What follows belongs to an exercise in optimizing a design on an open flow for small area, a short achievable clock period and few clock cycles per item; a production flow would make more cautious choices. In this exercise RTL edits were held to simulation tests only and were not proved equivalent to the original.

==> inputs of fjord <==
Design ordered_list_table_engine, start of the top module:
module ordered_list_table_engine #(
  parameter int DEPTH  = 64,
  parameter int DATA_W = 32
) (
  input  logic                clk_i,
  input  logic                rst_ni,
  input  logic                in_valid_i,
  output logic                in_ready_o,
  input  logic [41:0]         in_item_i,
  output logic                out_valid_o,
  input  logic                out_ready_i,
  output logic [41:0]         out_item_o
);
  localparam int N  = 64;
  localparam int AW = 6;
  localparam int CW = 7;
  olte_pkg::in_item_t in_q;
  assign in_q = in_item_i;
  logic              in_rdy_q;
  logic              s1_v_q, s1_v_d;
  logic              exec_q;             
  logic              pf_q, pb_q, pop_q, ins_q, rm_q, ex_q, ri_q, fr_q, bk_q, clr_q;
  logic [31:0]       s1_val_q;
  logic [5:0]        s1_pos_q;
  logic [N-1:0]      s1_m_q, s1_m_d;     
  logic              any_q, any_d;       
  logic [N-1:0]      s1_rd_q, s1_rd_d;   
  logic [AW-1:0]     start_q, start_d;
  logic [AW-1:0]     end_q, end_d;       
  logic [CW-1:0]     cnt_q, cnt_d;
  logic              nempty_q;           
  logic [N-1:0]      live_q, live_d;
  logic [N-1:0]      ge_q, ge_d;         
  logic [1:0]        fcnt_q, fcnt_d;
  logic              out_v_q;
  logic [41:0]       out_q, sk_q;
  logic              adv, pop;
  assign adv = in_valid_i && in_rdy_q;
  assign pop = out_v_q && out_ready_i;
  logic [N-1:0]      we, sh, eq0;
  logic [N*32-1:0]   mem;
  olte_ram #(
    .Width (32),
    .Depth (N)
  ) u_ram (
    .clk_i   (clk_i),
    .we_i    (we),
    .sh_i    (sh),
    .wdata_i (s1_val_q),
    .cmp_i   (in_q.value),
    .eq_o    (eq0),
    .mem_o   (mem)
  );
  function automatic logic [N-1:0] pfx_or(input logic [N-1:0] x);
    logic [N-1:0] p;
    p = x;
    for (int k = 1; k < N; k = k * 2) begin
      p = p | (p << k);
    end
    pfx_or = p;
  endfunction
  function automatic logic [N-1:0] dec(input logic [AW-1:0] a);
    logic [N-1:0] o;
    for (int j = 0; j < N; j++) begin
      o[j] = (a == AW'(j));
    end
    dec = o;
  endfunction
  function automatic logic [N-1:0] up1(input logic [N-1:0] x);
    up1 = {x[N-2:0], x[N-1]};
  endfunction
  function automatic logic [N-1:0] dn1(input logic [N-1:0] x);
    dn1 = {x[0], x[N-1:1]};
  endfunction
  ...
export LEC_CHECK = 0
export CAP_MARGIN = 20
export CELL_PAD_IN_SITES_DETAIL_PLACEMENT = 1
export CELL_PAD_IN_SITES_GLOBAL_PLACEMENT = 2
export CORE_MARGIN = 2
export CORE_UTILIZATION = 30
export CTS_CLUSTER_DIAMETER = 100
export CTS_CLUSTER_SIZE = 30
export PLACE_DENSITY = 0.5
export SETUP_SLACK_MARGIN = 4.3
export SLEW_MARGIN = 20
export TNS_END_PERCENT = 5
create_clock -name core_clock -period 8.0 [get_ports {clk_i}]
run.sh (not shown) runs the stock make flow with config.mk's settings and CLKGATE_MAP_FILE= SYNTH_SCRIPT=/design/flow/synth_recipe.tcl, a recipe that flattens the netlist after the stock synthesis.
==> pepper: changes against fjord <==
--- a/flow/design.v
+++ b/flow/design.v
@@ -38,37 +38,24 @@
   input  logic [Depth-1:0]       sh_i,      
   input  logic [Width-1:0]       wdata_i,
   input  logic [Width-1:0]       cmp_i,     
   output logic [Depth-1:0]       eq_o,      
   output logic [Depth*Width-1:0] mem_o
 );
   logic [Width-1:0] mem_q [Depth];
-  logic [Width-1:0] cmp_n, wdata_n;
-  assign cmp_n   = ~cmp_i;
-  assign wdata_n = ~wdata_i;
   for (genvar j = 0; j < Depth; j++) begin : g_slot
     logic hold;
     assign hold = !(sh_i[j] || we_i[j]);
-    if (j % 2 == 0) begin : g_even
-      always_ff @(posedge clk_i) begin
-        mem_q[j] <= ~(({Width{sh_i[j]}} & mem_q[(j + 1) % Depth])
-                    | ({Width{we_i[j]}} & wdata_n)
-                    | ({Width{hold}}    & ~mem_q[j]));
-      end
-      assign eq_o[j] = (mem_q[j] == cmp_i);
-      assign mem_o[j*Width +: Width] = mem_q[j];
-    end else begin : g_odd
-      always_ff @(posedge clk_i) begin
-        mem_q[j] <= ~(({Width{sh_i[j]}} & mem_q[(j + 1) % Depth])
-                    | ({Width{we_i[j]}} & wdata_i)
-                    | ({Width{hold}}    & ~mem_q[j]));
-      end
-      assign eq_o[j] = (mem_q[j] == cmp_n);
-      assign mem_o[j*Width +: Width] = ~mem_q[j];
+    always_ff @(posedge clk_i) begin
+      mem_q[j] <= ({Width{sh_i[j]}} & mem_q[(j + 1) % Depth])
+                | ({Width{we_i[j]}} & wdata_i)
+                | ({Width{hold}}    & mem_q[j]);
     end
+    assign eq_o[j] = (mem_q[j] == cmp_i);
+    assign mem_o[j*Width +: Width] = mem_q[j];
   end
 endmodule
 module ordered_list_table_engine #(
   parameter int DEPTH  = 64,
   parameter int DATA_W = 32
 ) (
   input  logic                clk_i,
@@ -88,20 +75,18 @@
   logic              in_rdy_q;
   logic              s1_v_q, s1_v_d;
   logic              exec_q;             
   logic              pf_q, pb_q, pop_q, ins_q, rm_q, ex_q, ri_q, fr_q, bk_q, clr_q;
   logic [31:0]       s1_val_q;
   logic [5:0]        s1_pos_q;
   logic [N-1:0]      s1_m_q, s1_m_d;     
-  logic              any_q, any_d;       
   logic [N-1:0]      s1_rd_q, s1_rd_d;   
   logic [AW-1:0]     start_q, start_d;
   logic [AW-1:0]     end_q, end_d;       
   logic [CW-1:0]     cnt_q, cnt_d;
-  logic              nempty_q;           
   logic [N-1:0]      live_q, live_d;
   logic [N-1:0]      ge_q, ge_d;         
   logic [1:0]        fcnt_q, fcnt_d;
   logic              out_v_q;
   logic [41:0]       out_q, sk_q;
   logic              adv, pop;
   assign adv = in_valid_i && in_rdy_q;
@@ -144,19 +129,20 @@
   logic          empty, full, any, oob;
   logic [N-1:0]  start_oh, end_oh, front_m1_oh, last_oh, ws_oh;
   logic [N-1:0]  m_hi, m_lo, po_hi, po_lo;
   logic          any_hi;
   logic          do_write, grow, shrink, s_dn, s_up;
   logic [1:0]    st;
   logic          fnd;
+  logic          rd_ok;
   logic [31:0]   rdata, rv;
   logic [41:0]   res;
-  assign empty = !nempty_q;
+  assign empty = (cnt_q == '0);
   assign full  = cnt_q[6];
-  assign any   = any_q;
+  assign any   = |s1_m_q;
   assign oob   = ({1'b0, s1_pos_q} >= cnt_q);
   assign start_oh    = dec(start_q);
   assign end_oh      = dec(end_q);
   assign front_m1_oh = dn1(start_oh);
   assign last_oh     = dn1(end_oh);
   assign ws_oh       = pf_q ? front_m1_oh : end_oh;
   assign m_hi   = s1_m_q & ge_q;
@@ -199,40 +185,47 @@
     for (int j = 0; j < N; j++) begin
       rdata = rdata | (mem[j*32 +: 32] & {32{s1_rd_q[j]}});
     end
   end
   always_comb begin
     st    = olte_pkg::StOk;
     fnd   = 1'b0;
+    rd_ok = 1'b0;
     if (pf_q || pb_q) begin
       if (full) st = olte_pkg::StFull;
       else      fnd = 1'b1;
     end
     if (pop_q || fr_q || bk_q) begin
       if (empty) st = olte_pkg::StEmpty;
-      else fnd = 1'b1;
+      else begin
+        fnd   = 1'b1;
+        rd_ok = 1'b1;
+      end
     end
     if (ins_q) begin
       if (!any) begin
         if (full) st = olte_pkg::StFull;
         else      fnd = 1'b1;
       end
     end
     if (rm_q || ex_q) begin
       if (empty) st = olte_pkg::StEmpty;
       else       fnd = any;
     end
     if (ri_q) begin
       if (empty)    st = olte_pkg::StEmpty;
       else if (oob) st = olte_pkg::StRange;
-      else fnd = 1'b1;
+      else begin
+        fnd   = 1'b1;
+        rd_ok = 1'b1;
+      end
     end
     if (clr_q) fnd = 1'b1;
   end
-  assign rv  = rdata;
+  assign rv  = rd_ok ? rdata : '0;
   assign res = {st, fnd, rv, cnt_d};
   logic          eqv;
   logic [N-1:0]  ri_oh, rd_front, rd_back, rd_idx;
   assign eqv = (in_q.value == s1_val_q);
   assign ri_oh = dec(start_q + in_q.position);
   always_comb begin
     for (int j = 0; j < N; j++) begin
@@ -252,77 +245,43 @@
       rd_idx   = up1(ri_oh);
     end
     rd_back = last_oh;
     if (grow)            rd_back = end_oh;
     if (shrink)          rd_back = dn1(last_oh);
     if (exec_q && clr_q) rd_back = front_m1_oh;
   end
-  logic rd_en;
-  always_comb begin
-    case (in_q.action)
-      4'd2, 4'd7: rd_en = (cnt_d != '0);
-      4'd8:       rd_en = (cnt_d != '0);
-      4'd6:       rd_en = ({1'b0, in_q.position} < cnt_d);
-      default:    rd_en = 1'b0;
-    endcase
-  end
   always_comb begin
     case (in_q.action)
       4'd8:    s1_rd_d = rd_back;
       4'd6:    s1_rd_d = rd_idx;
       default: s1_rd_d = rd_front;
     endcase
-    if (!rd_en) s1_rd_d = '0;
-  end
-  logic [N-1:0] live_x;
-  logic         base_any, y_multi;
-  logic [N-1:0] t_any, t_multi;
-  assign live_x   = s_up ? (live_q & ~start_oh) : live_q;
-  assign base_any = |(eq0 & live_x);
-  always_comb begin
-    t_any   = s1_m_q;
-    t_multi = '0;
-    for (int w = 1; w < N; w = w * 2) begin
-      for (int j = 0; j < N; j = j + 2 * w) begin
-        t_multi[j] = t_multi[j] | t_multi[j + w] | (t_any[j] & t_any[j + w]);
-        t_any[j]   = t_any[j] | t_any[j + w];
-      end
-    end
-  end
-  assign y_multi = t_multi[0];
-  always_comb begin
-    any_d = base_any;
-    if (do_write) any_d = base_any | eqv;
-    if (shrink)   any_d = eqv ? y_multi : base_any;
-    if (exec_q && clr_q) any_d = 1'b0;
   end
   assign s1_v_d = adv || (s1_v_q && !exec_q);
   assign fcnt_d = fcnt_q + {1'b0, exec_q} - {1'b0, pop};
   always_ff @(posedge clk_i or negedge rst_ni) begin
     if (!rst_ni) begin
-      in_rdy_q <= 1'b0;
+      in_rdy_q <= 1'b1;
       s1_v_q   <= 1'b0;
       exec_q   <= 1'b0;
       fcnt_q   <= '0;
       out_v_q  <= 1'b0;
       start_q  <= '0;
       end_q    <= '0;
       cnt_q    <= '0;
-      nempty_q <= 1'b0;
       live_q   <= '0;
     end else begin
       in_rdy_q <= !s1_v_d || (fcnt_d != 2'd2);
       s1_v_q   <= s1_v_d;
       exec_q   <= s1_v_d && (fcnt_d != 2'd2);
       fcnt_q   <= fcnt_d;
       out_v_q  <= (fcnt_d != 2'd0);
       start_q  <= start_d;
       end_q    <= end_d;
       cnt_q    <= cnt_d;
-      nempty_q <= (cnt_d != '0);
       live_q   <= live_d;
     end
   end
   always_ff @(posedge clk_i) begin
     ge_q <= ge_d;
     if (adv) begin
       pf_q     <= (in_q.action == 4'd0);
@@ -334,15 +293,14 @@
       ri_q     <= (in_q.action == 4'd6);
       fr_q     <= (in_q.action == 4'd7);
       bk_q     <= (in_q.action == 4'd8);
       clr_q    <= (in_q.action == 4'd9);
       s1_val_q <= in_q.value;
       s1_pos_q <= in_q.position;
       s1_m_q   <= s1_m_d;
-      any_q    <= any_d;
       s1_rd_q  <= s1_rd_d;
     end
     if (exec_q) begin
       sk_q <= res;
     end
     if (!out_v_q || out_ready_i) begin
       out_q <= (fcnt_q == 2'd2) ? sk_q : res;
==> flow/config.mk (replaced) <==
export PLATFORM = sky130hd
export DESIGN_NAME = ordered_list_table_engine
export DESIGN_NICKNAME = ordered_list_table_engine
export VERILOG_FILES = /design/flow/design.v
export SDC_FILE = /design/flow/constraint.sdc
export NUM_CORES = 4
export LEC_CHECK = 0
export CAP_MARGIN = 20
export CORE_MARGIN = 2
export CORE_UTILIZATION = 25
export SETUP_SLACK_MARGIN = 4
export SLEW_MARGIN = 20
==> impl_results.md <==
- Status: stopped before the end
- Chip width: 676 um
- Stopped at: global routing (5_1_grt)
- Postcts setup bufs: 159
- Log Error: [ERROR GRT-0116] Global routing finished with congestion. Check the congestion regions in the DRC Viewer.
- H-Tree Depth: 4
- Met3 Track Usage GR: 64.5%
- Synthesis-stage register bit count: 2462
the above is filed under fjord

==> impl_results.md <==
- Status: stopped before the end
- Stopped at: global routing (5_1_grt)
- Log Error: [ERROR GRT-0116] Global routing finished with congestion. Check the congestion regions in the DRC Viewer.
- Chip width: 744 um
- Synthesis-stage register bit count: 2460
- Most common cell in the netlist: nand2_1
- Busiest layer in global routing: met2
- Postcts setup bufs: 128
- Post-Place Worst Slack: 1.66 ns
- H-Tree Depth: 5
- Met3 Track Usage GR: 64.1%
- I/O pin count: 90
the above is filed under pepper

Testbench counts of fjord, summed over its fixed seeds: cycles 3,216, actions 3,200.
Testbench counts of pepper, summed over its fixed seeds: cycles 3,216, actions 3,200.
